Context: an optimization exercise on an open-source flow, tuned for small area, a short achievable clock period and few clock cycles per item. The choices shown serve that exercise and are no tape-out recipe. Function was checked by simulation only, so behaviour that the tests miss may differ from the original. Power is estimated from default activity; no workload was simulated.

==> design.v <==
package rv32_pkg;
   localparam int XLEN = 32;
   localparam int NREG = 32;
   localparam logic [6:0] OPC_RTYPE = 7'b0110011;
   localparam logic [6:0] F7_BASE   = 7'h00;
   localparam logic [6:0] F7_ALT    = 7'h20;
   localparam logic [2:0] F3_ADD_SUB = 3'd0;
   localparam logic [2:0] F3_SLL     = 3'd1;
   localparam logic [2:0] F3_SLT     = 3'd2;
   localparam logic [2:0] F3_SLTU    = 3'd3;
   localparam logic [2:0] F3_XOR     = 3'd4;
   localparam logic [2:0] F3_SRL_SRA = 3'd5;
   localparam logic [2:0] F3_OR      = 3'd6;
   localparam logic [2:0] F3_AND     = 3'd7;
   localparam int ALU_ADD  = 0;    
   localparam int ALU_SLL  = 1;
   localparam int ALU_SLT  = 2;
   localparam int ALU_SLTU = 3;
   localparam int ALU_XOR  = 4;
   localparam int ALU_SRL  = 5;    
   localparam int ALU_OR   = 6;
   localparam int ALU_AND  = 7;
   typedef enum logic [1:0] {
      IDLE = 2'd0,
      READ = 2'd1,
      EXEC = 2'd2,
      WB   = 2'd3
   } issue_state_t;
   typedef struct packed {
      logic [6:0] funct7;
      logic [4:0] rs2;
      logic [4:0] rs1;
      logic [2:0] funct3;
      logic [4:0] rd;
      logic [6:0] opcode;
   } rtype_fields_t;
   function automatic logic is_legal_rtype(input rtype_fields_t f);
      is_legal_rtype = (f.opcode == OPC_RTYPE) &&
             ((f.funct7 == F7_BASE) ||
              ((f.funct7 == F7_ALT) &&
               ((f.funct3 == F3_ADD_SUB) || (f.funct3 == F3_SRL_SRA))));
   endfunction
endpackage
module rv32_regfile (
   input  logic        clk,
   input  logic        rst_n,
   input  logic        we,
   input  logic [4:0]  waddr,
   input  logic [31:0] wdata,
   input  logic [31:1] rsel_a,
   output logic [31:0] rdata_a,
   input  logic [31:1] rsel_b,
   output logic [31:0] rdata_b_n     
);
   logic [31:0] mem [1:31];
   logic [991:0] flat;
   always_ff @(posedge clk) begin
      for (int i = 1; i < 32; i++) begin
         if (!rst_n || (we && (waddr == 5'(i)))) mem[i] <= wdata;
      end
   end
   always_comb begin
      for (int i = 1; i < 32; i++) flat[32*(i-1) +: 32] = mem[i];
   end
   rf_rdport u_port_a (.sel(rsel_a), .regs(flat), .data(rdata_a));
   rf_rdport_n u_port_b (.sel(rsel_b), .regs(flat), .data_n(rdata_b_n));
endmodule
module rf_rdport (
   input  logic [31:1]  sel,
   input  logic [991:0] regs,     
   output logic [31:0]  data
);
   for (genvar b = 0; b < 32; b++) begin : g_bit
      logic [31:1] col;
      for (genvar i = 1; i < 32; i++) begin : g_col
         assign col[i] = regs[32*(i-1) + b];
      end
      rf_rdbit u_bit (.sel(sel), .d(col), .q(data[b]));
   end
endmodule
module rf_rdport_n (
   input  logic [31:1]  sel,
   input  logic [991:0] regs,
   output logic [31:0]  data_n
);
   for (genvar b = 0; b < 32; b++) begin : g_bit
      logic [31:1] col;
      for (genvar i = 1; i < 32; i++) begin : g_col
         assign col[i] = regs[32*(i-1) + b];
      end
      rf_rdbit_n u_bit (.sel(sel), .d(col), .q_n(data_n[b]));
   end
endmodule
module rf_rdbit_n (
   input  logic [31:1] sel,
   input  logic [31:1] d,
   output logic        q_n
);
   logic [10:0] n1;    
   logic [2:0]  p2;    
   for (genvar k = 0; k < 10; k++) begin : g_l1
      rf_aoi222 u (.a1(sel[3*k+1]), .a2(d[3*k+1]), .b1(sel[3*k+2]), .b2(d[3*k+2]),
                   .c1(sel[3*k+3]), .c2(d[3*k+3]), .y(n1[k]));
   end
   rf_nand2 u_l1_last (.a(sel[31]), .b(d[31]), .y(n1[10]));
   rf_nand4 u_l2a (.a(n1[0]), .b(n1[1]), .c(n1[2]), .d(n1[3]), .y(p2[0]));
   rf_nand4 u_l2b (.a(n1[4]), .b(n1[5]), .c(n1[6]), .d(n1[7]), .y(p2[1]));
   rf_nand3 u_l2c (.a(n1[8]), .b(n1[9]), .c(n1[10]), .y(p2[2]));
   rf_nor3  u_l3  (.a(p2[0]), .b(p2[1]), .c(p2[2]), .y(q_n));
endmodule
module rf_rdbit (
   input  logic [31:1] sel,
   input  logic [31:1] d,
   output logic        q
);
   logic [3:0] p2;    
   logic [1:0] n3;    
   rf_or8  u_g0 (.s(sel[8:1]),   .d(d[8:1]),   .y(p2[0]));
   rf_or8  u_g1 (.s(sel[16:9]),  .d(d[16:9]),  .y(p2[1]));
   rf_or8  u_g2 (.s(sel[24:17]), .d(d[24:17]), .y(p2[2]));
   rf_or7  u_g3 (.s(sel[31:25]), .d(d[31:25]), .y(p2[3]));
   rf_nor2  u_l3a (.a(p2[0]), .b(p2[1]), .y(n3[0]));
   rf_nor2  u_l3b (.a(p2[2]), .b(p2[3]), .y(n3[1]));
   rf_nand2 u_l4  (.a(n3[0]), .b(n3[1]), .y(q));
endmodule
module rf_or8 (input logic [7:0] s, d, output logic y);
   assign y = |(s & d);
endmodule
module rf_or7 (input logic [6:0] s, d, output logic y);
   assign y = |(s & d);
endmodule
module rf_aoi222 (input logic a1, a2, b1, b2, c1, c2, output logic y);
   assign y = !((a1 && a2) || (b1 && b2) || (c1 && c2));
endmodule
module rf_nand4 (input logic a, b, c, d, output logic y);
   assign y = !(a && b && c && d);
endmodule
module rf_nand3 (input logic a, b, c, output logic y);
   assign y = !(a && b && c);
endmodule
module rf_nor3 (input logic a, b, c, output logic y);
   assign y = !(a || b || c);
endmodule
module rf_nand2 (input logic a, b, output logic y);
   assign y = !(a && b);
endmodule
module rf_nor2 (input logic a, b, output logic y);
   assign y = !(a || b);
endmodule
module r_type_alu (
   input  logic [7:0]  sel,       
   input  logic        sub,       
   input  logic        sra,       
   input  logic [31:0] in1,
   input  logic [31:0] in2,
   output logic [31:0] out
);
   logic [31:0] b, p, g, c, sum;
   logic        cout, ltu, lt;
   logic [31:0] sh_in, sh_r, sh_l;
   assign b = in2 ^ {32{sub}};
   assign p = in1 ^ b;
   assign g = in1 & b;
   always_comb begin
      logic [31:0] G, P, Gn, Pn;
      G = g;
      P = p;
      G[0] = g[0] | (p[0] & sub);
      for (int d = 1; d < 32; d = d * 2) begin
         Gn = G;
         Pn = P;
         for (int i = d; i < 32; i++) begin
            Gn[i] = G[i] | (P[i] & G[i-d]);
            Pn[i] = P[i] & P[i-d];
         end
         G = Gn;
         P = Pn;
      end
      c    = {G[30:0], sub};
      cout = G[31];
   end
   assign sum = p ^ c;
   assign ltu = !cout;
   assign lt  = (in1[31] ^ in2[31]) ? in1[31] : sum[31];
   always_comb begin
      for (int i = 0; i < 32; i++) sh_in[i] = sel[rv32_pkg::ALU_SLL] ? in1[31-i] : in1[i];
   end
   assign sh_r = 32'($signed({sra && in1[31], sh_in}) >>> in2[4:0]);
   always_comb begin
      for (int i = 0; i < 32; i++) sh_l[i] = sh_r[31-i];
   end
   assign out = ({32{sel[rv32_pkg::ALU_ADD]}}  & sum)
              | ({32{sel[rv32_pkg::ALU_SLL]}}  & sh_l)
              | ({32{sel[rv32_pkg::ALU_SRL]}}  & sh_r)
              | ({32{sel[rv32_pkg::ALU_XOR]}}  & p)
              | ({32{sel[rv32_pkg::ALU_OR]}}   & (p | g))
              | ({32{sel[rv32_pkg::ALU_AND]}}  & g)
              | {31'd0, (sel[rv32_pkg::ALU_SLT] && lt) || (sel[rv32_pkg::ALU_SLTU] && ltu)};
endmodule
module r_type_issue (
   input  logic        clk,
   input  logic        rst_n,
   input  logic        instr_valid,
   input  logic [31:0] instr,
   output logic        instr_ready,
   input  logic        ld_valid,
   input  logic [4:0]  ld_addr,
   input  logic [31:0] ld_data,
   output logic [7:0]  alu_sel,
   output logic        alu_sub,
   output logic        alu_sra,
   output logic [31:0] alu_in1,
   output logic [31:0] alu_in2,
   input  logic [31:0] alu_out,
   output logic        rf_we,
   output logic [4:0]  rf_waddr,
   output logic [31:0] rf_wdata,
   output logic [31:1] rf_rsel_a,
   output logic [31:1] rf_rsel_b,
   input  logic [31:0] rf_rdata_a,
   input  logic [31:0] rf_rdata_b_n,
   output logic        wb_valid,
   output logic [4:0]  wb_rd,
   output logic [31:0] wb_data,
   output logic        illegal,
   input  logic [4:0]  dbg_addr,
   output logic [31:0] dbg_data
);
   logic        acc_i, acc_l;
   logic        fwd_a_nx, fwd_b_nx;
   logic        rd_i, rd_l, rd_legal, rd_alt, fwd_a, fwd_b;
   logic [4:0]  rd_dst;
   logic [2:0]  rd_f3;
   logic [4:0]  rs1, rs2;
   logic        rs1_en, rs2_en;    
   logic        rd_idle;           
   logic [31:0] ld_q;
   logic        ex_i, ex_l, ex_legal, ex_sub, ex_sra;
   logic [4:0]  ex_dst;
   logic [7:0]  ex_sel;
   logic [31:0] op_a, op_b;
   logic        wb_v, ill_v;
   logic [4:0]  rd_q;
   logic [31:0] res_q;
   assign instr_ready = rst_n && !ex_l;
   assign acc_i = instr_ready && instr_valid;
   assign acc_l = instr_ready && ld_valid && !instr_valid;
   assign fwd_a_nx = acc_i && ((rd_i && rd_legal) || rd_l) && (rd_dst != 5'd0) &&
                     (rd_dst == instr[19:15]);
   assign fwd_b_nx = acc_i && ((rd_i && rd_legal) || rd_l) && (rd_dst != 5'd0) &&
                     (rd_dst == instr[24:20]);
   always_ff @(posedge clk) begin
      rd_i     <= acc_i;
      rd_l     <= acc_l;
      rd_legal <= rv32_pkg::is_legal_rtype(instr);
      rd_dst   <= acc_l ? ld_addr : instr[11:7];
      rd_f3    <= instr[14:12];
      rd_alt   <= instr[30];
      fwd_a    <= fwd_a_nx;
      fwd_b    <= fwd_b_nx;
      rs1      <= instr[19:15];
      rs2      <= instr[24:20];
      rs1_en   <= acc_i && !fwd_a_nx;
      rd_idle  <= !acc_i && !acc_l;
      rs2_en   <= acc_i && !fwd_b_nx;
      ld_q     <= ld_data;
      ex_legal <= rd_legal;
      ex_dst   <= rd_dst;
      for (int k = 0; k < 8; k++) ex_sel[k] <= rd_l ? (k == rv32_pkg::ALU_OR) : (rd_f3 == 3'(k));
      ex_sub   <= !rd_l && (((rd_f3 == 3'd0) && rd_alt) || (rd_f3 == 3'd2) || (rd_f3 == 3'd3));
      ex_sra   <= rd_alt;
      op_a     <= rf_rdata_a | ({32{fwd_a}} & alu_out) | ({32{rd_l}} & ld_q);
      op_b     <= ~rf_rdata_b_n | ({32{fwd_b}} & alu_out);
      rd_q     <= ex_dst;
      res_q    <= alu_out;
   end
   always_ff @(posedge clk) begin
      if (!rst_n) begin
         ex_i  <= 1'b0;
         ex_l  <= 1'b0;
         wb_v  <= 1'b0;
         ill_v <= 1'b0;
      end else begin
         ex_i  <= rd_i;
         ex_l  <= rd_l;
         wb_v  <= ex_i && ex_legal;
         ill_v <= ex_i && !ex_legal;
      end
   end
   rf_asel u_asel (
      .rs1      (rs1),
      .rs1_en   (rs1_en),
      .dbg_en   (rd_idle),
      .dbg_addr (dbg_addr),
      .sel      (rf_rsel_a)
   );
   rf_bsel u_bsel (
      .rs2      (rs2),
      .rs2_en   (rs2_en),
      .sel      (rf_rsel_b)
   );
   assign rf_we      = (ex_i && ex_legal) || ex_l;
   assign rf_waddr   = ex_dst;
   assign rf_wdata   = alu_out;
   assign alu_sel    = rst_n ? ex_sel : 8'd0;
   assign alu_sub    = ex_sub;
   assign alu_sra    = ex_sra;
   assign alu_in1    = op_a;
   assign alu_in2    = op_b;
   assign wb_valid   = rst_n && wb_v;
   assign illegal    = rst_n && ill_v;
   assign wb_rd      = rd_q;
   assign wb_data    = res_q;
   assign dbg_data   = rf_rdata_a;
endmodule
module rf_asel (
   input  logic [4:0]  rs1,
   input  logic        rs1_en,
   input  logic        dbg_en,
   input  logic [4:0]  dbg_addr,
   output logic [31:1] sel
);
   logic [3:0] r_lo, d_lo;
   logic [7:0] r_hi, d_hi;
   rf_dec2e u_r_lo (.a(rs1[1:0]),      .en(rs1_en), .y(r_lo));
   rf_dec2e u_d_lo (.a(dbg_addr[1:0]), .en(dbg_en), .y(d_lo));
   rf_dec3  u_r_hi (.a(rs1[4:2]),      .y(r_hi));
   rf_dec3  u_d_hi (.a(dbg_addr[4:2]), .y(d_hi));
   for (genvar i = 1; i < 32; i++) begin : g_sel
      rf_ao22 u (.a1(r_lo[i % 4]), .a2(r_hi[i / 4]), .b1(d_lo[i % 4]), .b2(d_hi[i / 4]),
                 .y(sel[i]));
   end
endmodule
module rf_dec2e (input logic [1:0] a, input logic en, output logic [3:0] y);
   always_comb for (int j = 0; j < 4; j++) y[j] = en && (a == 2'(j));
endmodule
module rf_dec3 (input logic [2:0] a, output logic [7:0] y);
   always_comb for (int k = 0; k < 8; k++) y[k] = (a == 3'(k));
endmodule
module rf_ao22 (input logic a1, a2, b1, b2, output logic y);
   assign y = (a1 && a2) || (b1 && b2);
endmodule
module rf_bsel (
   input  logic [4:0]  rs2,
   input  logic        rs2_en,
   output logic [31:1] sel
);
   logic [3:0] lo;
   logic [7:0] hi;
   always_comb begin
      for (int j = 0; j < 4; j++) lo[j] = (rs2[1:0] == 2'(j));
      for (int k = 0; k < 8; k++) hi[k] = rs2_en && (rs2[4:2] == 3'(k));
      for (int i = 1; i < 32; i++) sel[i] = lo[i % 4] && hi[i / 4];
   end
endmodule
module r_type_core (
   input  logic        clk,
   input  logic        rst_n,
   input  logic        instr_valid,
   input  logic [31:0] instr,
   output logic        instr_ready,
   input  logic        ld_valid,
   input  logic [4:0]  ld_addr,
   input  logic [31:0] ld_data,
   output logic        wb_valid,
   output logic [4:0]  wb_rd,
   output logic [31:0] wb_data,
   output logic        illegal,
   input  logic [4:0]  dbg_addr,
   output logic [31:0] dbg_data
);
   logic [7:0]  alu_sel;
   logic        alu_sub, alu_sra;
   logic [31:0] alu_in1, alu_in2, alu_out;
   logic        rf_we;
   logic [4:0]  rf_waddr;
   logic [31:0] rf_wdata, rf_rdata_a, rf_rdata_b_n;
   logic [31:1] rf_rsel_a, rf_rsel_b;
   r_type_issue u_issue (
      .clk         (clk),
      .rst_n       (rst_n),
      .instr_valid (instr_valid),
      .instr       (instr),
      .instr_ready (instr_ready),
      .ld_valid    (ld_valid),
      .ld_addr     (ld_addr),
      .ld_data     (ld_data),
      .alu_sel     (alu_sel),
      .alu_sub     (alu_sub),
      .alu_sra     (alu_sra),
      .alu_in1     (alu_in1),
      .alu_in2     (alu_in2),
      .alu_out     (alu_out),
      .rf_we       (rf_we),
      .rf_waddr    (rf_waddr),
      .rf_wdata    (rf_wdata),
      .rf_rsel_a   (rf_rsel_a),
      .rf_rsel_b   (rf_rsel_b),
      .rf_rdata_a  (rf_rdata_a),
      .rf_rdata_b_n(rf_rdata_b_n),
      .wb_valid    (wb_valid),
      .wb_rd       (wb_rd),
      .wb_data     (wb_data),
      .illegal     (illegal),
      .dbg_addr    (dbg_addr),
      .dbg_data    (dbg_data)
   );
   rv32_regfile u_regfile (
      .clk     (clk),
      .rst_n   (rst_n),
      .we      (rf_we),
      .waddr   (rf_waddr),
      .wdata   (rf_wdata),
      .rsel_a  (rf_rsel_a),
      .rdata_a (rf_rdata_a),
      .rsel_b  (rf_rsel_b),
      .rdata_b_n (rf_rdata_b_n)
   );
   r_type_alu u_alu (
      .sel    (alu_sel),
      .sub    (alu_sub),
      .sra    (alu_sra),
      .in1    (alu_in1),
      .in2    (alu_in2),
      .out    (alu_out)
   );
endmodule
==> run.sh <==
#!/bin/bash
# synth_recipe.tcl (not shown) runs the flow's synth.tcl, then flattens the netlist and writes it again
# the make line also repeats each setting of config.mk as NAME=value (left out here)
make -C /OpenROAD-flow-scripts/flow DESIGN_CONFIG=/design/flow/config.mk WORK_HOME=/design/flow/orfs CLKGATE_MAP_FILE= SYNTH_SCRIPT=/design/flow/synth_recipe.tcl finish
==> config.mk <==
export PLATFORM = sky130hd
export DESIGN_NAME = r_type_core
export DESIGN_NICKNAME = r_type_core
export VERILOG_FILES = /design/flow/design.v
export SDC_FILE = /design/flow/constraint.sdc
export NUM_CORES = 4
export LEC_CHECK = 0
export CAP_MARGIN = 20
export CORE_MARGIN = 2
export CORE_UTILIZATION = 50
export CTS_BUF_LIST = sky130_fd_sc_hd__clkbuf_16
export CTS_CLUSTER_DIAMETER = 150
export CTS_CLUSTER_SIZE = 28
export SETUP_SLACK_MARGIN = 2
export SLEW_MARGIN = 20
export SYNTH_HIERARCHICAL = 1
export TNS_END_PERCENT = 20
==> constraint.sdc <==
create_clock -name core_clock -period 6.0 [get_ports {clk}]
set_input_delay 1.2000 -clock core_clock [delete_from_list [all_inputs] [get_ports {clk}]]
set_output_delay 1.2000 -clock core_clock [all_outputs]
set_load 0.01 [all_outputs]
==> impl_results.html, run 1 <==
<table>
<tr><th>Metric</th><th>Value</th></tr>
<tr><th colspan="2">Run status</th></tr>
<tr><td>Outcome</td><td>complete, no violations</td></tr>
<tr><th colspan="2">Worst hold path</th></tr>
<tr><td>Hold WC Path Type</td><td>flop to flop</td></tr>
<tr><th colspan="2">Timing</th></tr>
<tr><td>Fmax</td><td>around 0.22 GHz</td></tr>
<tr><td>Slew Limit Headroom</td><td>between 30% and 40%</td></tr>
<tr><td>Final setup violating endpoints</td><td>0</td></tr>
<tr><td>Final clock skew</td><td>0.04738 ns</td></tr>
<tr><td>Final hold violation count</td><td>0</td></tr>
<tr><td>Setup repair after global routing missed its margin</td><td>true</td></tr>
<tr><td>Transition time at the pin with the least slew margin</td><td>just over 1 ns</td></tr>
<tr><td>Setup TNS</td><td>0 ns</td></tr>
<tr><td>Share of the cycle needed by the critical path after routing</td><td>between 70% and 80%</td></tr>
<tr><td>Setup slack of the critical path after layout</td><td>1.472 ns</td></tr>
<tr><td>Final critical delay including setup and external delays</td><td>roughly 4.5 ns</td></tr>
<tr><td>Final max-slew violation count</td><td>0</td></tr>
<tr><td>Final Hold Slack</td><td>0.3683 ns</td></tr>
<tr><th colspan="2">Critical path</th></tr>
<tr><td>Endpoint of the worst register-to-register path</td><td>u_issue.op_a[29]</td></tr>
<tr><td>Worst-path cell with the longest stage delay</td><td>nand4_1</td></tr>
<tr><td>Worst path depth</td><td>11</td></tr>
<tr><td>Category of the critical setup timing path</td><td>input port to output port</td></tr>
<tr><td>Critical path destination</td><td>dbg_data[2]</td></tr>
<tr><td>Startpoint of the worst register-to-register path</td><td>u_issue.rs1[0]</td></tr>
<tr><td>CP peak stage delay</td><td>between 0.3 and 0.4 ns</td></tr>
<tr><td>Cell type group with the largest total delay on the critical path</td><td>simple AND/OR/NAND/NOR gates</td></tr>
<tr><td>Kind of start point of the critical path</td><td>input port</td></tr>
<tr><td>Worst setup slack for register-to-register paths</td><td>around 1.6 ns</td></tr>
<tr><td>Worst reg2reg path depth</td><td>24</td></tr>
<tr><td>Data arrival time of the critical path</td><td>3.33 ns</td></tr>
<tr><td>Count of buffering cells on the critical path with inverters included</td><td>5</td></tr>
<tr><td>Ordered list of cells on the worst path</td><td>buf_8, and3b_2, buf_12, a22o_4, buf_4, buf_16, a22oi_2, nand4_1, nor2_2, nand2_4, buf_6</td></tr>
<tr><td>Endpoint kind of the worst setup timing path</td><td>output port</td></tr>
<tr><td>Top fanout value on the critical path</td><td>8</td></tr>
<tr><td>CP required</td><td>roughly 4.8 ns</td></tr>
<tr><td>Start point of the critical path</td><td>dbg_addr[1]</td></tr>
<tr><th colspan="2">Power and ir drop</th></tr>
<tr><td>Leak pwr</td><td>~21 nW</td></tr>
<tr><td>Worst vdd ir</td><td>about 260 µV</td></tr>
<tr><td>Pwr per Cell Area</td><td>321.0 nW/µm²</td></tr>
<tr><th colspan="2">Die</th></tr>
<tr><td>Die X</td><td>~320 µm</td></tr>
<tr><td>Vertical die dimension</td><td>324.1 µm</td></tr>
<tr><td>Floorplan Core Area</td><td>between 100000 and 150000 µm²</td></tr>
<tr><td>Number of primary I/O pins</td><td>150</td></tr>
<tr><td>Starting density of the core</td><td>between 50% and 60%</td></tr>
<tr><td>Die area</td><td>~110000 µm²</td></tr>
<tr><td>Standard-cell rows</td><td>~120</td></tr>
<tr><th colspan="2">Synth</th></tr>
<tr><td>Count leader, synth</td><td>edfxtp_1</td></tr>
<tr><td>Primary FF master, synth</td><td>edfxtp_1</td></tr>
<tr><td>Async set-reset flop share out of synthesis</td><td>0%</td></tr>
<tr><td>Synth top area share</td><td>between 50% and 60%</td></tr>
<tr><td>Number of standard cells after synthesis</td><td>around 3.6k</td></tr>
<tr><td>Mean cell area of the mapped netlist</td><td>approximately 14 µm²</td></tr>
<tr><td>Number of flip-flops and latches in the synthesized netlist</td><td>between 1k and 1.5k</td></tr>
<tr><td>Netlist area before placement</td><td>roughly 51000 µm²</td></tr>
<tr><td>Number of warnings reported in the yosys synthesis log</td><td>13</td></tr>
<tr><td>Number of enable flip-flop cells after synthesis</td><td>about 990</td></tr>
<tr><td>Sequential fraction of the synthesis area</td><td>between 60% and 70%</td></tr>
<tr><td>Library cell with the largest summed area after synthesis</td><td>edfxtp_1</td></tr>
<tr><td>Leading post-synthesis cells by cell area</td><td>edfxtp_1 (58%), dfxtp_1 (7.0%), a222oi_1 (6.9%), a22oi_1 (6.6%), nand4_1 (2.1%)</td></tr>
<tr><td>Commonest cells in the netlist</td><td>edfxtp_1 (992), a22oi_1 (453), a222oi_1 (352)</td></tr>
<tr><td>Yosys cell types</td><td>90</td></tr>
<tr><td>Post-Syn Nets</td><td>between 3k and 4k</td></tr>
<tr><th colspan="2">Place</th></tr>
<tr><td>Last weighted congestion value of the routability-driven placer</td><td>~1.0</td></tr>
<tr><td>Port Buf Inserts</td><td>149</td></tr>
<tr><td>Detailed placement HPWL</td><td>134400 µm</td></tr>
<tr><td>Post-Place Worst Slack</td><td>about 0.55 ns</td></tr>
<tr><th colspan="2">Global routing</th></tr>
<tr><td>GR Util All Layers</td><td>between 40% and 50%</td></tr>
<tr><td>GR met1 Demand/Resource</td><td>55.66%</td></tr>
<tr><td>Gr ovfl total</td><td>0</td></tr>
<tr><td>First-pass GRT wire length</td><td>between 300000 and 400000 µm</td></tr>
<tr><td>Met2 track demand over resource in global routing</td><td>60.28%</td></tr>
<tr><td>Vias in the first global route</td><td>a little under 40k</td></tr>
<tr><td>Pin count of the biggest net entering global routing</td><td>46</td></tr>
<tr><td>Antenna violations before repair</td><td>7</td></tr>
<tr><td>Met3 global-route usage</td><td>between 10% and 20%</td></tr>
<tr><td>Most congested layer reported by global routing</td><td>met2</td></tr>
<tr><th colspan="2">Clock network</th></tr>
<tr><td>Clock root buffer</td><td>clkbuf_16</td></tr>
<tr><td>Count of H-tree levels built during CTS</td><td>2</td></tr>
<tr><td>Number of hold-repair buffers added at the cts stage</td><td>0</td></tr>
<tr><td>CTS max path bufs</td><td>3</td></tr>
<tr><td>Total clock sinks</td><td>roughly 1.2k</td></tr>
<tr><td>Clock tree from TritonCTS</td><td>done</td></tr>
<tr><td>Clock slew at reported path FFs</td><td>around 0.11 ns</td></tr>
<tr><td>Worst skew pair latency</td><td>slightly above 0.7 ns</td></tr>
<tr><td>Total CTS buffers</td><td>47</td></tr>
<tr><th colspan="2">Final layout</th></tr>
<tr><td>Ratio of cells with drive above 1 in the final layout</td><td>roughly 20%</td></tr>
<tr><td>Fill cell instance count of the final layout</td><td>between 7k and 8k</td></tr>
<tr><td>Relative area change from synthesis to final layout</td><td>16.97%</td></tr>
<tr><td># nets final</td><td>just over 4k</td></tr>
<tr><td>Number of inserted diodes</td><td>0</td></tr>
<tr><th colspan="2">Routing</th></tr>
<tr><td>Antenna Violating Nets Remaining</td><td>0</td></tr>
<tr><td>Aggregate routed wire length</td><td>around 230000 µm</td></tr>
<tr><td>Vias per std cell</td><td>between 7 and 8</td></tr>
<tr><td>Post-DR wirelength/cell</td><td>~42 µm</td></tr>
<tr><td>DRC violations left</td><td>0</td></tr>
<tr><td>Number of optimization iterations in the first detailed-route pass</td><td>14</td></tr>
<tr><td>Vias</td><td>~42k</td></tr>
<tr><td>Number of design-rule violations left by the first detailed-router iteration</td><td>9898</td></tr>
<tr><th colspan="2">Flow run</th></tr>
<tr><td>Max-cap viol count</td><td>0</td></tr>
</table>
[per-layer routing]
metal  wire length [µm]  vias up  part of all wire (%)
met5                 56        -                 0.025
met4              15840       10                   7.0
met3              34650      729                    15
met2              94660     4139                    42
met1              80050    20882                    36
li1                   -    16258                     -
[logic make-up (layout without fill, tap and decap cells)]
logic type | count (synthesis) | in the layout | synth area share, %
buffers and inverters | 234 | 622 | 2.237
adders and majority gates | 65 | 65 | 1.602
xor gates and xnor gates | 65 | 65 | 1.111
muxes | 92 | 92 | 2.777
DFF | 1172 | 1172 | 65.18
AOI/OAI and AO/OA | 1196 | 1196 | 18.83
and+or+nand+nor | 809 | 810 | 8.265
[cells in the final DEF, fill, tap and decap left out, types with 64 or more instances in the layout]
master	n
edfxtp_1	992
a22oi_1	402
a222oi_1	352
nand2_1	214
buf_4	209
dfxtp_1	176
nand4_1	174
clkdlybuf4s50_1	111
inv_1	107
nand3_1	78
o21ai_0	66
a21oi_1	64
buf_6	64
[metrics by stage]
step	cell area (µm²)	utilization (%)	power, W	cells
after global routing	59930	58.90	0.01972	5390
after detailed placement	55830	54.87	0.01486	5173
final	59930	58.90	0.01924	5390
after global placement	55820	54.87	0.01476	5173
after CTS	59220	58.20	0.01891	5350
after floorplan	51260	-	0.01297	3633
[per-module statistics from Yosys (local to each module, per instance), a selection]
| module | flip-flops and latches | cell area [µm²] | times used |
|---|---|---|---|
| rv32_regfile | 992 | 30080 | 1 |
| r_type_issue | 180 | 5187 | 1 |
| rf_bsel | 0 | 230.2 | 1 |
| rf_dec3 | 0 | 65.06 | 2 |
| rf_dec2e | 0 | 37.54 | 2 |
| rf_or8 | 0 | 36.28 | 96 |
| rf_or7 | 0 | 30.03 | 32 |
| rf_aoi222 | 0 | 10.01 | 320 |
| rf_nor3 | 0 | 10.01 | 32 |
| rf_ao22 | 0 | 8.758 | 31 |
| rf_nand4 | 0 | 6.256 | 64 |
| rf_nand3 | 0 | 5.005 | 32 |
| rf_nand2 | 0 | 3.754 | 64 |
[sequential cells by signal (all words and copies together) (netlist names), 3 cells and up]
name / count
u_issue.ex_dst: 5
u_issue.ex_sel: 8
u_issue.ld_q: 32
u_issue.op_a: 32
u_issue.op_b: 32
u_issue.rd_dst: 5
u_issue.rd_f3: 3
u_issue.rd_q: 5
u_issue.res_q: 32
u_issue.rs1: 5
u_issue.rs2: 5
u_regfile.mem: 992
[worst reg2reg max path, delay by kind of cell, from the launching register on]
family	cells	cell delay, ns
compound gates	3	0.87
flops	1	0.39
simple gates	4	0.89
buf+inv	17	2.16
[what timing repair did]
item,4_1_cts,5_1_grt
gates resized for setup,420,88
setup endpoints to repair,619,562
endpoints found under the hold margin,0,0
buffers inserted,86,38
cloned,14,1
pin swaps,153,122
[where the power goes]
| part | switching (W) | internal, W |
|---|---|---|
| Combinational | 0.00267 | 0.00136 |
| Clock | 0.00252 | 0.00146 |
| Sequential | 0.000851 | 0.0104 |
| Total | 0.00604 | 0.0132 |
[worst min-delay path by stage]
stage / to / from / cells past startpoint / slack, ns
6_report: u_issue.ex_legal / u_issue.rd_legal / 0 / 0.37
5_1_grt: u_issue.ex_legal / u_issue.rd_legal / 0 / 0.38
4_1_cts: u_issue.ex_legal / u_issue.rd_legal / 0 / 0.37
3_5_place_dp: u_issue.ex_legal / u_issue.rd_legal / 0 / 0.35
3_3_place_gp: u_issue.ex_legal / u_issue.rd_legal / 0 / 0.36
2_1_floorplan: u_issue.ex_sra / u_issue.rd_alt / 0 / 0.33
[area by class of cell]
class / count / area [µm²] / share of cell area [%]
clock buffer: 47 / 1176 / 1.963
clock inverter: 30 / 150.1 / 0.2505
inverter: 85 / 319.1 / 0.5324
multi-input combinational: 2228 / 18270 / 30.48
sequential: 1172 / 33400 / 55.73
tap: 1368 / 1712 / 2.856
timing repair buffer: 460 / 4905 / 8.185
Testbench counts, summed over its fixed seeds: cycles 4,048, items 4,000.
==> run 2: changes to the inputs <==
--- a/config.mk
+++ b/config.mk
@@ -8,5 +8,5 @@
 export CAP_MARGIN = 20
 export CORE_MARGIN = 2
-export CORE_UTILIZATION = 50
+export CORE_UTILIZATION = 40
 export CTS_BUF_LIST = sky130_fd_sc_hd__clkbuf_16
 export CTS_CLUSTER_DIAMETER = 150
==> impl_results.html, run 2 <==
<table>
<tr><th>Metric</th><th>Value</th></tr>
<tr><th colspan="2">Run status</th></tr>
<tr><td>Outcome</td><td>complete, no violations</td></tr>
<tr><th colspan="2">Critical path</th></tr>
<tr><td>CP required</td><td>about 6.6 ns</td></tr>
<tr><td>Most used cell along the critical path</td><td>buf_4</td></tr>
<tr><td>Endpoint kind of the worst setup timing path</td><td>flop</td></tr>
<tr><td>Top fanout value on the critical path</td><td>8</td></tr>
<tr><td>Worst setup slack for register-to-register paths</td><td>~1.5 ns</td></tr>
<tr><td>Count of buffering cells on the critical path with inverters included</td><td>17</td></tr>
<tr><td>Endpoint of the worst register-to-register path</td><td>u_issue.op_a[4]</td></tr>
<tr><td>Worst reg2reg path depth</td><td>23</td></tr>
<tr><td>Kind of start point of the critical path</td><td>input port</td></tr>
<tr><td>Worst-path cell with the longest stage delay</td><td>a221o_1</td></tr>
<tr><td>Cell type group with the largest total delay on the critical path</td><td>buffers and inverters</td></tr>
<tr><td>Data arrival time of the critical path</td><td>roughly 5.1 ns</td></tr>
<tr><td>Startpoint of the worst register-to-register path</td><td>u_issue.rs1[0]</td></tr>
<tr><td>Category of the critical setup timing path</td><td>input port to flop</td></tr>
<tr><td>Ordered list of cells on the worst path</td><td>buf_12, and3b_2, buf_6, a22o_4, buf_16, a22oi_1, nand4_1, nor2_2, nand2_2, buf_4, buf_4, buf_4, buf_4, buf_4, buf_4, buf_4, buf_4, buf_4, buf_4, buf_4, buf_4, buf_4, buf_4, a221o_1</td></tr>
<tr><td>CP peak stage delay</td><td>between 0.3 and 0.4 ns</td></tr>
<tr><th colspan="2">Final layout</th></tr>
<tr><td>Largest register FFs</td><td>992</td></tr>
<tr><td>Layout Cells excl Fill</td><td>5680</td></tr>
<tr><td>Fill cell instance count of the final layout</td><td>roughly 11k</td></tr>
<tr><td>Most used cells in the layout excluding fill and tap cells</td><td>edfxtp_1 (992), a22oi_1 (431), a222oi_1 (352)</td></tr>
<tr><td>Commonest non-fill, non-tap cell in the layout</td><td>edfxtp_1</td></tr>
<tr><td>Multi-input gate area in the final layout</td><td>~19000 µm²</td></tr>
<tr><td># nets final</td><td>4132</td></tr>
<tr><td>Largest reg by FF count</td><td>u_regfile.mem</td></tr>
<tr><td>Flip-flop and latch area</td><td>between 30000 and 40000 µm²</td></tr>
<tr><td>Ratio of cells with drive above 1 in the final layout</td><td>between 10% and 20%</td></tr>
<tr><td>Relative area change from synthesis to final layout</td><td>17.84%</td></tr>
<tr><th colspan="2">Clock network</th></tr>
<tr><td>Total clock sinks</td><td>between 1k and 1.5k</td></tr>
<tr><td>Count of H-tree levels built during CTS</td><td>2</td></tr>
<tr><td>Clock root buffer</td><td>clkbuf_16</td></tr>
<tr><td>Worst skew pair latency</td><td>about 0.70 ns</td></tr>
<tr><td>CTS max path bufs</td><td>3</td></tr>
<tr><td>Clock tree from TritonCTS</td><td>done</td></tr>
<tr><td>Clock slew at reported path FFs</td><td>around 0.11 ns</td></tr>
<tr><td>Total CTS buffers</td><td>47</td></tr>
<tr><td>Number of hold-repair buffers added at the cts stage</td><td>0</td></tr>
<tr><th colspan="2">Place</th></tr>
<tr><td>Detailed placement HPWL</td><td>130200 µm</td></tr>
<tr><td>Port Buf Inserts</td><td>149</td></tr>
<tr><td>Last weighted congestion value of the routability-driven placer</td><td>roughly 1</td></tr>
<tr><td>Number of cells after detailed placement</td><td>roughly 5.5k</td></tr>
<tr><th colspan="2">Die</th></tr>
<tr><td>Number of primary I/O pins</td><td>150</td></tr>
<tr><td>Die area</td><td>between 100000 and 150000 µm²</td></tr>
<tr><td>Starting density of the core</td><td>40.23%</td></tr>
<tr><td>Die X</td><td>361.9 µm</td></tr>
<tr><td>Vertical die dimension</td><td>361.9 µm</td></tr>
<tr><td>Floorplan Core Area</td><td>127400 µm²</td></tr>
<tr><td>Standard-cell rows</td><td>131</td></tr>
<tr><th colspan="2">Global routing</th></tr>
<tr><td>Gr ovfl total</td><td>0</td></tr>
<tr><td>Vias in the first global route</td><td>38.42k</td></tr>
<tr><td>GR Util All Layers</td><td>31.66%</td></tr>
<tr><td>First-pass GRT wire length</td><td>a little under 300000 µm</td></tr>
<tr><td>Pin count of the biggest net entering global routing</td><td>46</td></tr>
<tr><td>Antenna violations before repair</td><td>6</td></tr>
<tr><th colspan="2">Timing</th></tr>
<tr><td>Final clock skew</td><td>roughly 0.021 ns</td></tr>
<tr><td>Share of the cycle needed by the critical path after routing</td><td>between 70 and 80%</td></tr>
<tr><td>Fmax</td><td>approximately 0.22 GHz</td></tr>
<tr><td>Final setup violating endpoints</td><td>0</td></tr>
<tr><td>Slew Limit Headroom</td><td>13.15%</td></tr>
<tr><td>Transition time at the pin with the least slew margin</td><td>between 1 and 1.5 ns</td></tr>
<tr><td>Setup TNS</td><td>0 ns</td></tr>
<tr><td>Final critical delay including setup and external delays</td><td>~4.5 ns</td></tr>
<tr><td>Final max-slew violation count</td><td>0</td></tr>
<tr><td>Setup repair after global routing missed its margin</td><td>true</td></tr>
<tr><td>Final hold violation count</td><td>0</td></tr>
<tr><th colspan="2">Routing</th></tr>
<tr><td>DRC violations left</td><td>0</td></tr>
<tr><td>Antenna Violating Nets Remaining</td><td>0</td></tr>
<tr><td>Number of design-rule violations left by the first detailed-router iteration</td><td>~10k</td></tr>
<tr><td>Vias per std cell</td><td>7.301</td></tr>
<tr><td>Number of optimization iterations in the first detailed-route pass</td><td>13</td></tr>
<tr><td>Aggregate routed wire length</td><td>around 220000 µm</td></tr>
<tr><td>Vias</td><td>between 40k and 50k</td></tr>
<tr><td>Post-DR wirelength/cell</td><td>between 30 and 40 µm</td></tr>
<tr><th colspan="2">Synth</th></tr>
<tr><td>Library cell with the largest summed area after synthesis</td><td>edfxtp_1</td></tr>
<tr><td>Synth top area share</td><td>about three fifths</td></tr>
<tr><td>Yosys cell types</td><td>90</td></tr>
<tr><td>Count leader, synth</td><td>edfxtp_1</td></tr>
<tr><td>Number of flip-flops and latches in the synthesized netlist</td><td>about 1.2k</td></tr>
<tr><td>Number of warnings reported in the yosys synthesis log</td><td>13</td></tr>
<tr><td>Primary FF master, synth</td><td>edfxtp_1</td></tr>
<tr><td>Mean cell area of the mapped netlist</td><td>between 10 and 15 µm²</td></tr>
<tr><td>Post-Syn Nets</td><td>3776</td></tr>
<tr><td>Number of enable flip-flop cells after synthesis</td><td>about 990</td></tr>
<tr><td>Netlist area before placement</td><td>~51000 µm²</td></tr>
<tr><td>Commonest cells in the netlist</td><td>edfxtp_1 (992), a22oi_1 (453), a222oi_1 (352)</td></tr>
<tr><td>Number of standard cells after synthesis</td><td>~3.6k</td></tr>
<tr><td>Sequential fraction of the synthesis area</td><td>about two thirds</td></tr>
<tr><td>Async set-reset flop share out of synthesis</td><td>0%</td></tr>
<tr><td>Leading post-synthesis cells by cell area</td><td>edfxtp_1 (58%), dfxtp_1 (7.0%), a222oi_1 (6.9%), a22oi_1 (6.6%), nand4_1 (2.1%)</td></tr>
<tr><th colspan="2">Power and ir drop</th></tr>
<tr><td>Leak pwr</td><td>~21 nW</td></tr>
<tr><td>Worst vdd ir</td><td>206.7 µV</td></tr>
<tr><td>Pwr per Cell Area</td><td>319.5 nW/µm²</td></tr>
<tr><th colspan="2">Flow run</th></tr>
<tr><td>Max-cap viol count</td><td>0</td></tr>
<tr><th colspan="2">Worst hold path</th></tr>
<tr><td>Worst hold endpoint</td><td>u_issue.ex_legal</td></tr>
<tr><td>Hold WC Path Type</td><td>flop to flop</td></tr>
<tr><td>Worst hold start</td><td>u_issue.rd_legal</td></tr>
<tr><td>Count of cells along the worst hold path</td><td>0</td></tr>
</table>
==> run 2: kinds of logic after synthesis <==
| group | after synthesis | synth area share (%) |
|---|---|---|
| compound gates | 1196 | 18.83 |
| xor+xnor | 65 | 1.111 |
| fa+ha+maj | 65 | 1.602 |
| buf+inv | 234 | 2.237 |
| flops | 1172 | 65.18 |
| mux | 92 | 2.777 |
| simple gates | 809 | 8.265 |
==> run 2: where the power goes <==
part	internal [W]	leakage (nW)	switching (W)
sequential	0.0104	11.7	0.000837
combinational	0.00139	8.71	0.00270
clock	0.00149	0.746	0.00248
total	0.0133	21.1	0.00603
==> run 2: cell type report <==
class	instances	area share (%)
inverter	85	0.5347
sequential	1172	55.33
clock buffer	47	1.948
antenna	2	0.008290
multi-input combinational	2237	30.85
tap	1662	3.445
clock inverter	29	0.2591
timing repair buffer	446	7.623
==> run 2: metrics by stage <==
step / setup WS [ns] / hold slack, ns / utilization (%) / cell area, µm² / power (W)
floorplan: 1.858 / 0.3311 / - / 51260 / 0.01297
global placement: 0.4190 / 0.3433 / 44.28 / 56400 / 0.01479
CTS: 1.573 / 0.3652 / 46.85 / 59670 / 0.01897
global route: 1.475 / 0.3697 / 47.40 / 60360 / 0.01980
finish: 1.475 / 0.3685 / 47.40 / 60370 / 0.01929
detailed placement: 0.3704 / 0.3483 / 44.28 / 56400 / 0.01481
==> run 2: layer usage <==
layer	global-route usage (%)	up-vias	wire length, µm
met1	42.85	20438	78830
li1	-	16284	-
met2	44.58	4081	89290
met4	15.85	0	12760
met3	11.51	668	36330
met5	0.4070	-	0
==> run 2: how the worst max path moves through the flow <==
stage	startpoint	end	slack, ns	cells after the start
floorplan	rst_n	u_regfile.mem[10][31]	1.86	10
global placement	dbg_addr[2]	dbg_data[5]	0.42	9
detailed placement	dbg_addr[2]	dbg_data[5]	0.37	9
CTS	dbg_addr[0]	dbg_data[29]	1.57	10
global route	dbg_addr[0]	u_issue.op_a[4]	1.48	23
finish	dbg_addr[0]	u_issue.op_a[4]	1.48	24
==> run 2: repair_timing <==
| item | 4_1_cts | 5_1_grt |
|---|---|---|
| setup buffers | 84 | 20 |
| pin swaps | 136 | 56 |
| endpoints found under the setup margin | 643 | 487 |
| gates cloned | 17 | 5 |
| resized for setup | 342 | 105 |
==> run 2: per-module statistics from Yosys, one instance, submodules excluded, a selection <==
module / cell area (µm²) / cells inside
rf_aoi222: 10.01 / 1
rf_nand3: 5.005 / 1
rf_or7: 30.03 / 4
rf_nor3: 10.01 / 1
rf_bsel: 230.2 / 46
rf_nand2: 3.754 / 1
r_type_issue: 5187 / 424
==> run 3: changes to the inputs <==
--- a/config.mk
+++ b/config.mk
@@ -11,5 +11,6 @@
 export CTS_BUF_LIST = sky130_fd_sc_hd__clkbuf_16
 export CTS_CLUSTER_DIAMETER = 150
-export CTS_CLUSTER_SIZE = 28
+export CTS_CLUSTER_SIZE = 24
+export PLACE_DENSITY = 0.7
 export SETUP_SLACK_MARGIN = 2
 export SLEW_MARGIN = 20
==> impl_results.html, run 3 <==
<table>
<tr><th>Metric</th><th>Value</th></tr>
<tr><th colspan="2">Die</th></tr>
<tr><td>Vertical die dimension</td><td>roughly 360 µm</td></tr>
<tr><td>Number of primary I/O pins</td><td>150</td></tr>
<tr><td>Floorplan Core Area</td><td>between 100000 and 150000 µm²</td></tr>
<tr><td>Starting density of the core</td><td>between 40% and 50%</td></tr>
<tr><td>Die X</td><td>between 300 and 400 µm</td></tr>
<tr><td>Standard-cell rows</td><td>~130</td></tr>
<tr><td>Die area</td><td>131000 µm²</td></tr>
<tr><th colspan="2">Synth</th></tr>
<tr><td>Commonest cells in the netlist</td><td>edfxtp_1 (992), a22oi_1 (453), a222oi_1 (352)</td></tr>
<tr><td>Sequential fraction of the synthesis area</td><td>around two thirds</td></tr>
<tr><td>Number of warnings reported in the yosys synthesis log</td><td>13</td></tr>
<tr><td>Async set-reset flop share out of synthesis</td><td>0%</td></tr>
<tr><td>Post-Syn Nets</td><td>3776</td></tr>
<tr><td>Number of standard cells after synthesis</td><td>~3.6k</td></tr>
<tr><td>Count leader, synth</td><td>edfxtp_1</td></tr>
<tr><td>Primary FF master, synth</td><td>edfxtp_1</td></tr>
<tr><td>Yosys cell types</td><td>90</td></tr>
<tr><td>Mean cell area of the mapped netlist</td><td>14.10 µm²</td></tr>
<tr><td>Number of enable flip-flop cells after synthesis</td><td>about 990</td></tr>
<tr><td>Number of flip-flops and latches in the synthesized netlist</td><td>roughly 1.2k</td></tr>
<tr><td>Library cell with the largest summed area after synthesis</td><td>edfxtp_1</td></tr>
<tr><td>Leading post-synthesis cells by cell area</td><td>edfxtp_1 (58%), dfxtp_1 (7.0%), a222oi_1 (6.9%), a22oi_1 (6.6%), nand4_1 (2.1%)</td></tr>
<tr><td>Synth top area share</td><td>58.15%</td></tr>
<tr><td>Netlist area before placement</td><td>approximately 51000 µm²</td></tr>
<tr><th colspan="2">Timing</th></tr>
<tr><td>Share of the cycle needed by the critical path after routing</td><td>approximately three quarters</td></tr>
<tr><td>Final max-slew violation count</td><td>0</td></tr>
<tr><td>Setup TNS</td><td>0 ns</td></tr>
<tr><td>Final hold violation count</td><td>0</td></tr>
<tr><td>Fmax</td><td>0.2213 GHz</td></tr>
<tr><td>Setup repair after global routing missed its margin</td><td>true</td></tr>
<tr><td>Final critical delay including setup and external delays</td><td>4.519 ns</td></tr>
<tr><td>Final clock skew</td><td>about 0.081 ns</td></tr>
<tr><td>Slew Limit Headroom</td><td>around a quarter</td></tr>
<tr><td>Final setup violating endpoints</td><td>0</td></tr>
<tr><td>Transition time at the pin with the least slew margin</td><td>roughly 1.1 ns</td></tr>
<tr><th colspan="2">Global routing</th></tr>
<tr><td>Gr ovfl total</td><td>0</td></tr>
<tr><td>First-pass GRT wire length</td><td>285100 µm</td></tr>
<tr><td>GR Util All Layers</td><td>slightly above 30%</td></tr>
<tr><td>Vias in the first global route</td><td>between 30k and 40k</td></tr>
<tr><td>Antenna violations before repair</td><td>8</td></tr>
<tr><td>Pin count of the biggest net entering global routing</td><td>46</td></tr>
<tr><th colspan="2">Critical path</th></tr>
<tr><td>Count of buffering cells on the critical path with inverters included</td><td>3</td></tr>
<tr><td>Startpoint of the worst register-to-register path</td><td>u_issue.op_b[3]</td></tr>
<tr><td>Kind of start point of the critical path</td><td>input port</td></tr>
<tr><td>Ordered list of cells on the worst path</td><td>buf_2, and3b_2, a22o_1, buf_12, a22oi_2, nand4_1, nor2_1, nand2_2, clkbuf_2</td></tr>
<tr><td>Worst reg2reg path depth</td><td>8</td></tr>
<tr><td>CP peak stage delay</td><td>0.37 ns</td></tr>
<tr><td>Top fanout value on the critical path</td><td>32</td></tr>
<tr><td>Category of the critical setup timing path</td><td>input port to output port</td></tr>
<tr><td>Cell type group with the largest total delay on the critical path</td><td>simple AND/OR/NAND/NOR gates</td></tr>
<tr><td>Data arrival time of the critical path</td><td>~3.3 ns</td></tr>
<tr><td>CP required</td><td>4.80 ns</td></tr>
<tr><td>Worst setup slack for register-to-register paths</td><td>around 1.9 ns</td></tr>
<tr><td>Endpoint kind of the worst setup timing path</td><td>output port</td></tr>
<tr><td>Endpoint of the worst register-to-register path</td><td>u_issue.op_a[6]</td></tr>
<tr><td>Worst-path cell with the longest stage delay</td><td>nand4_1</td></tr>
<tr><td>Start point of the critical path</td><td>dbg_addr[4]</td></tr>
<tr><th colspan="2">Power and ir drop</th></tr>
<tr><td>Overall power of the completed layout</td><td>between 0.015 and 0.02 W</td></tr>
<tr><td>Worst vdd ir</td><td>236.0 µV</td></tr>
<tr><td>Pwr per Cell Area</td><td>324.0 nW/µm²</td></tr>
<tr><td>Leak pwr</td><td>roughly 21 nW</td></tr>
<tr><th colspan="2">Final layout</th></tr>
<tr><td>Ratio of cells with drive above 1 in the final layout</td><td>16.94%</td></tr>
<tr><td>Non-Filler Cell Area, Final</td><td>between 50000 and 60000 µm²</td></tr>
<tr><td>Layout Cells excl Fill</td><td>between 5k and 6k</td></tr>
<tr><td>Largest register FFs</td><td>about 990</td></tr>
<tr><td>Relative area change from synthesis to final layout</td><td>16.08%</td></tr>
<tr><td>Layout Utilization</td><td>a little under half</td></tr>
<tr><td># nets final</td><td>between 4k and 5k</td></tr>
<tr><td>Most used cells in the layout excluding fill and tap cells</td><td>edfxtp_1 (992), a22oi_1 (416), a222oi_1 (352)</td></tr>
<tr><td>Commonest non-fill, non-tap cell in the layout</td><td>edfxtp_1</td></tr>
<tr><td>Largest reg by FF count</td><td>u_regfile.mem</td></tr>
<tr><th colspan="2">Routing</th></tr>
<tr><td>Vias per std cell</td><td>about 7.5</td></tr>
<tr><td>Aggregate routed wire length</td><td>212100 µm</td></tr>
<tr><td>Number of design-rule violations left by the first detailed-router iteration</td><td>between 10k and 15k</td></tr>
<tr><td>Vias</td><td>between 40k and 50k</td></tr>
<tr><td>DRC violations left</td><td>0</td></tr>
<tr><td>Post-DR wirelength/cell</td><td>between 30 and 40 µm</td></tr>
<tr><td>Antenna Violating Nets Remaining</td><td>0</td></tr>
<tr><td>Number of optimization iterations in the first detailed-route pass</td><td>15</td></tr>
<tr><th colspan="2">Place</th></tr>
<tr><td>Detailed placement HPWL</td><td>approximately 120000 µm</td></tr>
<tr><td>Port Buf Inserts</td><td>roughly 150</td></tr>
<tr><td>Number of cells after detailed placement</td><td>5453</td></tr>
<tr><td>Last weighted congestion value of the routability-driven placer</td><td>~0.95</td></tr>
<tr><td>Instance area at placement</td><td>56130 µm²</td></tr>
<tr><th colspan="2">Worst hold path</th></tr>
<tr><td>Worst hold endpoint</td><td>u_issue.ex_legal</td></tr>
<tr><td>Worst hold start</td><td>u_issue.rd_legal</td></tr>
<tr><td>Hold WC Path Type</td><td>flop to flop</td></tr>
<tr><td>Count of cells along the worst hold path</td><td>0</td></tr>
<tr><th colspan="2">Run status</th></tr>
<tr><td>Outcome</td><td>complete, no violations</td></tr>
<tr><th colspan="2">Clock network</th></tr>
<tr><td>Total CTS buffers</td><td>54</td></tr>
<tr><td>Worst skew pair latency</td><td>between 0.7 and 0.8 ns</td></tr>
<tr><td>Clock tree from TritonCTS</td><td>done</td></tr>
<tr><td>Total clock sinks</td><td>1172</td></tr>
<tr><td>CTS max path bufs</td><td>3</td></tr>
<tr><td>Clock slew at reported path FFs</td><td>around 0.1 ns</td></tr>
<tr><td>Clock root buffer</td><td>clkbuf_16</td></tr>
<tr><td>Count of H-tree levels built during CTS</td><td>2</td></tr>
<tr><th colspan="2">Flow run</th></tr>
<tr><td>Max-cap viol count</td><td>0</td></tr>
</table>
run 3: how the worst max path moves through the flow:
stage,end,slack [ns],depth (start not counted)
after global placement,dbg_data[0],0.72,9
final,dbg_data[0],1.48,9
after CTS,dbg_data[9],1.58,11
after detailed placement,dbg_data[0],0.74,9
after global routing,dbg_data[0],1.54,9
after floorplan,u_regfile.mem[10][31],1.86,10
run 3: logic make-up after synthesis:
logic type | count (synthesis) | share of synthesized area, %
compound gates | 1196 | 18.83
buf+inv | 234 | 2.237
simple gates | 809 | 8.265
xor+xnor | 65 | 1.111
mux | 92 | 2.777
flops | 1172 | 65.18
fa+ha+maj | 65 | 1.602
run 3: repair_timing:
item | in CTS | in global routing
hold endpoints to repair | 0 | 0
hold buffers | 0 | 0
buffers inserted | 32 | 34
cloned | 6 | 8
resized for setup | 239 | 143
endpoints found under the setup margin | 491 | 277
pin swaps | 95 | 107
run 3: metal layers:
metal	global-route usage [%]	up-vias	share of wire (%)
li1	-	16162	-
met1	38.83	20379	34
met2	42.51	4715	40
met3	13.96	966	20
met4	15.53	8	6.5
met5	0.8509	-	0.087
run 3: layout make-up:
cell class,count,area (µm²)
inverters,85,319.1
repair buffers,383,3996
multi-input cells,2231,18040
well taps,1662,2079
fillers,10820,67890
clock inverters,48,271.5
diodes,3,7.507
flip-flops and latches,1172,33400
clock buffers,54,1351
run 3: worst register-to-register path: stages (launching register included):
cell,delay (ns)
dfxtp_2,0.57
buf_4,0.36
clkinv_1,0.60
nand2_1,0.46
a311o_1,0.17
o221ai_1,0.41
nand2_1,0.30
o2111ai_4,0.54
a221o_1,0.57
run 3: per-module statistics from Yosys (local to each module, per instance), a selection:
| module | area, µm² | flip-flops and latches | cells inside | copies in the design |
|---|---|---|---|---|
| rf_ao22 | 8.758 | 0 | 1 | 31 |
| rf_nand3 | 5.005 | 0 | 1 | 32 |
| rf_or8 | 36.28 | 0 | 5 | 96 |
| rf_dec3 | 65.06 | 0 | 8 | 2 |
| rf_aoi222 | 10.01 | 0 | 1 | 320 |
| rv32_regfile | 30080 | 992 | 1042 | 1 |
| r_type_alu | 6247 | 0 | 882 | 1 |
| rf_bsel | 230.2 | 0 | 46 | 1 |
run 3: where the power goes:
| group | switching (W) | internal [W] |
|---|---|---|
| clock network | 0.00255 | 0.00171 |
| registers | 0.000839 | 0.0104 |
| logic | 0.00252 | 0.00126 |
run 3: per-stage QoR:
| stage | hold slack [ns] | worst slack [ns] |
|---|---|---|
| after global placement | 0.3594 | 0.7181 |
| after detailed placement | 0.3529 | 0.7394 |
| after floorplan | 0.3311 | 1.858 |
| after global routing | 0.3831 | 1.539 |
| after CTS | 0.3769 | 1.578 |
| final | 0.3846 | 1.481 |
==> run 4: changes to the inputs <==
--- a/config.mk
+++ b/config.mk
@@ -8,5 +8,5 @@
 export CAP_MARGIN = 20
 export CORE_MARGIN = 2
-export CORE_UTILIZATION = 40
+export CORE_UTILIZATION = 50
 export CTS_BUF_LIST = sky130_fd_sc_hd__clkbuf_16
 export CTS_CLUSTER_DIAMETER = 150
==> impl_results.html, run 4 <==
<table>
<tr><th>Metric</th><th>Value</th></tr>
<tr><th colspan="2">Final layout</th></tr>
<tr><td>Most used cells in the layout excluding fill and tap cells</td><td>edfxtp_1 (992), a22oi_1 (395), a222oi_1 (352)</td></tr>
<tr><td>Flip-flop and latch area</td><td>~33000 µm²</td></tr>
<tr><td>Largest register FFs</td><td>a little under 1k</td></tr>
<tr><td>Multi-input gate area in the final layout</td><td>between 15000 and 20000 µm²</td></tr>
<tr><td># nets final</td><td>a little over 4k</td></tr>
<tr><td>Commonest non-fill, non-tap cell in the layout</td><td>edfxtp_1</td></tr>
<tr><td>Relative area change from synthesis to final layout</td><td>18.50%</td></tr>
<tr><td>Largest reg by FF count</td><td>u_regfile.mem</td></tr>
<tr><td>Fill cell instance count of the final layout</td><td>7650</td></tr>
<tr><td>Ratio of cells with drive above 1 in the final layout</td><td>19.97%</td></tr>
<tr><th colspan="2">Power and ir drop</th></tr>
<tr><td>Leak pwr</td><td>~21 nW</td></tr>
<tr><td>Pwr per Cell Area</td><td>about 320 nW/µm²</td></tr>
<tr><td>Cell Int Power</td><td>approximately 0.014 W</td></tr>
<tr><td>Switching share of power</td><td>between 30% and 40%</td></tr>
<tr><td>Total net switching power</td><td>0.006033 W</td></tr>
<tr><td>Fraction of power consumed by sequential logic</td><td>between 50% and 60%</td></tr>
<tr><td>Part of the power in combinational logic</td><td>approximately a fifth</td></tr>
<tr><td>Worst vdd ir</td><td>between 200 and 300 µV</td></tr>
<tr><td>Clock Power Share</td><td>21.4%</td></tr>
<tr><th colspan="2">Place</th></tr>
<tr><td>Post-Place Worst Slack</td><td>0.6626 ns</td></tr>
<tr><td>Last weighted congestion value of the routability-driven placer</td><td>between 1 and 1.5</td></tr>
<tr><td>Detailed placement HPWL</td><td>about 120000 µm</td></tr>
<tr><td>Port Buf Inserts</td><td>roughly 150</td></tr>
<tr><th colspan="2">Routing</th></tr>
<tr><td>Vias per std cell</td><td>7.755</td></tr>
<tr><td>Post-DR wirelength/cell</td><td>roughly 38 µm</td></tr>
<tr><td>Vias</td><td>approximately 42k</td></tr>
<tr><td>DRC violations left</td><td>0</td></tr>
<tr><td>Number of design-rule violations left by the first detailed-router iteration</td><td>11.19k</td></tr>
<tr><td>Antenna Violating Nets Remaining</td><td>0</td></tr>
<tr><td>Number of optimization iterations in the first detailed-route pass</td><td>17</td></tr>
<tr><td>Aggregate routed wire length</td><td>between 200000 and 250000 µm</td></tr>
<tr><th colspan="2">Clock network</th></tr>
<tr><td>Total clock sinks</td><td>~1.2k</td></tr>
<tr><td>Clock tree from TritonCTS</td><td>done</td></tr>
<tr><td>Clock slew at reported path FFs</td><td>roughly 0.090 ns</td></tr>
<tr><td>Total CTS buffers</td><td>between 50 and 60</td></tr>
<tr><td>Worst skew pair latency</td><td>around 0.72 ns</td></tr>
<tr><td>CTS max path bufs</td><td>3</td></tr>
<tr><td>Count of H-tree levels built during CTS</td><td>2</td></tr>
<tr><td>Clock root buffer</td><td>clkbuf_16</td></tr>
<tr><td>Number of hold-repair buffers added at the cts stage</td><td>0</td></tr>
<tr><th colspan="2">Critical path</th></tr>
<tr><td>Kind of start point of the critical path</td><td>input port</td></tr>
<tr><td>Top fanout value on the critical path</td><td>7</td></tr>
<tr><td>Category of the critical setup timing path</td><td>input port to output port</td></tr>
<tr><td>Endpoint kind of the worst setup timing path</td><td>output port</td></tr>
<tr><td>CP required</td><td>4.80 ns</td></tr>
<tr><td>Data arrival time of the critical path</td><td>3.29 ns</td></tr>
<tr><td>Worst setup slack for register-to-register paths</td><td>between 1.5 and 2 ns</td></tr>
<tr><th colspan="2">Timing</th></tr>
<tr><td>Setup repair after global routing missed its margin</td><td>true</td></tr>
<tr><td>Slew Limit Headroom</td><td>around an eighth</td></tr>
<tr><td>Final Hold Slack</td><td>about 0.38 ns</td></tr>
<tr><td>Final hold violation count</td><td>0</td></tr>
<tr><td>Final critical delay including setup and external delays</td><td>between 4 and 5 ns</td></tr>
<tr><td>Final clock skew</td><td>slightly above 0.06 ns</td></tr>
<tr><td>Share of the cycle needed by the critical path after routing</td><td>between 70 and 80%</td></tr>
<tr><td>Final max-slew violation count</td><td>0</td></tr>
<tr><td>Fmax</td><td>roughly 0.22 GHz</td></tr>
<tr><td>Setup slack of the critical path after layout</td><td>between 1.5 and 2 ns</td></tr>
<tr><td>Transition time at the pin with the least slew margin</td><td>approximately 1.3 ns</td></tr>
<tr><td>Final setup violating endpoints</td><td>0</td></tr>
<tr><td>Setup TNS</td><td>0 ns</td></tr>
<tr><th colspan="2">Synth</th></tr>
<tr><td>Post-Syn Nets</td><td>3776</td></tr>
<tr><td>Commonest cells in the netlist</td><td>edfxtp_1 (992), a22oi_1 (453), a222oi_1 (352)</td></tr>
<tr><td>Async set-reset flop share out of synthesis</td><td>0%</td></tr>
<tr><td>Primary FF master, synth</td><td>edfxtp_1</td></tr>
<tr><td>Synth top area share</td><td>between 50% and 60%</td></tr>
<tr><td>Sequential fraction of the synthesis area</td><td>approximately 65%</td></tr>
<tr><td>Number of warnings reported in the yosys synthesis log</td><td>13</td></tr>
<tr><td>Leading post-synthesis cells by cell area</td><td>edfxtp_1 (58%), dfxtp_1 (7.0%), a222oi_1 (6.9%), a22oi_1 (6.6%), nand4_1 (2.1%)</td></tr>
<tr><td>Number of enable flip-flop cells after synthesis</td><td>between 900 and 1k</td></tr>
<tr><td>Yosys cell types</td><td>90</td></tr>
<tr><td>Number of standard cells after synthesis</td><td>around 3.6k</td></tr>
<tr><td>Library cell with the largest summed area after synthesis</td><td>edfxtp_1</td></tr>
<tr><td>Mean cell area of the mapped netlist</td><td>between 10 and 15 µm²</td></tr>
<tr><td>Netlist area before placement</td><td>a little over 50000 µm²</td></tr>
<tr><td>Number of flip-flops and latches in the synthesized netlist</td><td>roughly 1.2k</td></tr>
<tr><td>Count leader, synth</td><td>edfxtp_1</td></tr>
<tr><th colspan="2">Die</th></tr>
<tr><td>Die X</td><td>approximately 320 µm</td></tr>
<tr><td>Die area</td><td>105000 µm²</td></tr>
<tr><td>Vertical die dimension</td><td>approximately 320 µm</td></tr>
<tr><td>Floorplan Core Area</td><td>a little over 100000 µm²</td></tr>
<tr><td>Starting density of the core</td><td>roughly half</td></tr>
<tr><td>Standard-cell rows</td><td>roughly 120</td></tr>
<tr><td>Number of primary I/O pins</td><td>150</td></tr>
<tr><th colspan="2">Global routing</th></tr>
<tr><td>Antenna violations before repair</td><td>7</td></tr>
<tr><td>Gr ovfl total</td><td>0</td></tr>
<tr><td>First-pass GRT wire length</td><td>~280000 µm</td></tr>
<tr><td>Pin count of the biggest net entering global routing</td><td>42</td></tr>
<tr><td>Vias in the first global route</td><td>between 30k and 40k</td></tr>
<tr><td>GR Util All Layers</td><td>37.45%</td></tr>
<tr><th colspan="2">Flow run</th></tr>
<tr><td>Max-cap viol count</td><td>0</td></tr>
<tr><th colspan="2">Run status</th></tr>
<tr><td>Outcome</td><td>complete, no violations</td></tr>
<tr><th colspan="2">Worst hold path</th></tr>
<tr><td>Hold WC Path Type</td><td>flop to flop</td></tr>
</table>
run 4: cell counts after synthesis:
No cell type changed its count.
run 4: worst paths after layout:
| kind | from | end | depth (start not counted) |
|---|---|---|---|
| max | dbg_addr[0] | dbg_data[11] | 11 |
| min | u_issue.rd_legal | u_issue.ex_legal | 0 |
| max reg2reg | u_issue.rs1[1] | u_issue.op_a[29] | 25 |
| min reg2reg | u_issue.rd_legal | u_issue.ex_legal | 0 |
run 4: per-module statistics from Yosys, one instance, submodules excluded, excerpt:
| module | flops+latches | copies in the design | cells inside | area [µm²] |
|---|---|---|---|---|
| rv32_regfile | 992 | 1 | 1042 | 30080 |
| rf_nor3 | 0 | 32 | 1 | 10.01 |
| rf_nand3 | 0 | 32 | 1 | 5.005 |
| rf_dec2e | 0 | 2 | 4 | 37.54 |
| rf_or7 | 0 | 32 | 4 | 30.03 |
| rf_bsel | 0 | 1 | 46 | 230.2 |
| rf_nor2 | 0 | 64 | 1 | 3.754 |
| rf_or8 | 0 | 96 | 5 | 36.28 |
| rf_nand2 | 0 | 64 | 1 | 3.754 |
| rf_ao22 | 0 | 31 | 1 | 8.758 |
| rf_aoi222 | 0 | 320 | 1 | 10.01 |
| r_type_alu | 0 | 1 | 882 | 6247 |
| rf_nand4 | 0 | 64 | 1 | 6.256 |
| rf_dec3 | 0 | 2 | 8 | 65.06 |
| r_type_issue | 180 | 1 | 424 | 5187 |
run 4: area by class of cell:
class | instances | area share (%)
repair buffers | 461 | 8.666
multi-input cells | 2231 | 30.42
clock inverters | 34 | 0.3071
clock buffers | 54 | 2.226
well taps | 1368 | 2.819
inverters | 85 | 0.5255
diodes | 6 | 0.02473
flip-flops and latches | 1172 | 55.01
run 4: power by group through the flow:
stage	Combinational, W	Clock, W	Sequential (W)
floorplan	0.00196	0	0.0110
global placement	0.00333	0	0.0113
detailed placement	0.00335	0	0.0113
CTS	0.00378	0.00416	0.0111
global route	0.00429	0.00443	0.0113
finish	0.00415	0.00419	0.0112
run 4: logic make-up (layout without fill, tap and decap cells):
group,count (synthesis),count (layout),share of synthesized area [%]
flops,1172,1172,65.18
simple gates,809,810,8.265
mux,92,92,2.777
fa+ha+maj,65,65,1.602
xor+xnor,65,65,1.111
other cells,0,6,0
compound gates,1196,1199,18.83
buf+inv,234,634,2.237
run 4: critical path, stage by stage:
cell	delay, ns
buf_8	0.10
and3b_2	0.29
a22o_4	0.31
buf_6	0.15
buf_16	0.14
buf_12	0.13
a22oi_2	0.16
nand4_1	0.25
nor2_4	0.30
nand2_4	0.11
buf_6	0.14
run 4: stage by stage:
| stage | area (µm²) | power (W) | std cells | util, % |
|---|---|---|---|---|
| after global placement | 55740 | 0.01461 | 5143 | 54.78 |
| after detailed placement | 55740 | 0.01466 | 5143 | 54.78 |
| final | 60710 | 0.01956 | 5411 | 59.67 |
| after global routing | 60700 | 0.02000 | 5407 | 59.66 |
| after CTS | 59690 | 0.01907 | 5369 | 58.66 |
| after floorplan | 51260 | 0.01297 | 3633 | - |
run 4: repair_timing:
item,CTS,global route
pin swaps,141,135
setup endpoints to repair,703,561
cloned,21,5
resized for setup,423,136
buffers inserted,117,28
run 4: metal layers:
metal	share of wire (%)	GRT usage (%)	vias to the layer above
met4	7.8	21.18	18
li1	-	-	16306
met1	34	50.00	20346
met5	0.13	0	-
met2	41	53.49	4459
met3	17	12.74	832

==> afterwards: timing with drivers on the ports <==
Ports are ideal in the flow. The routed layouts listed here were re-timed in OpenROAD.
Step 1, drivers: a clkbuf_16 drives clk and a buf_2 each remaining input, both assumed.
Step 2 times the ports against the registers' clock, not the clock port: input delays grow and output delays shrink by t, the midpoint of the rising clock arrivals with the driver on.
Slacks: no drivers / after step 1 / after step 2; pairs: no drivers / after step 1.
run | t (ns) | setup slack, ns | worst setup path after step 2
run 1 | 0.773 | 1.472 / 1.427 / 0.746 | input to register
run 2 | 0.768 | 1.475 / 1.396 / 0.666 | input to register
run 3 | 0.762 | 1.481 / 1.396 / 1.034 | input to register
run 4 | 0.762 | 1.505 / 1.420 / 0.835 | input to register
After both steps setup and hold are still met in every run listed. For run 2, which loses most, drivers alone change the setup slack by -0.079 ns; drivers and shift together by -0.809 ns.
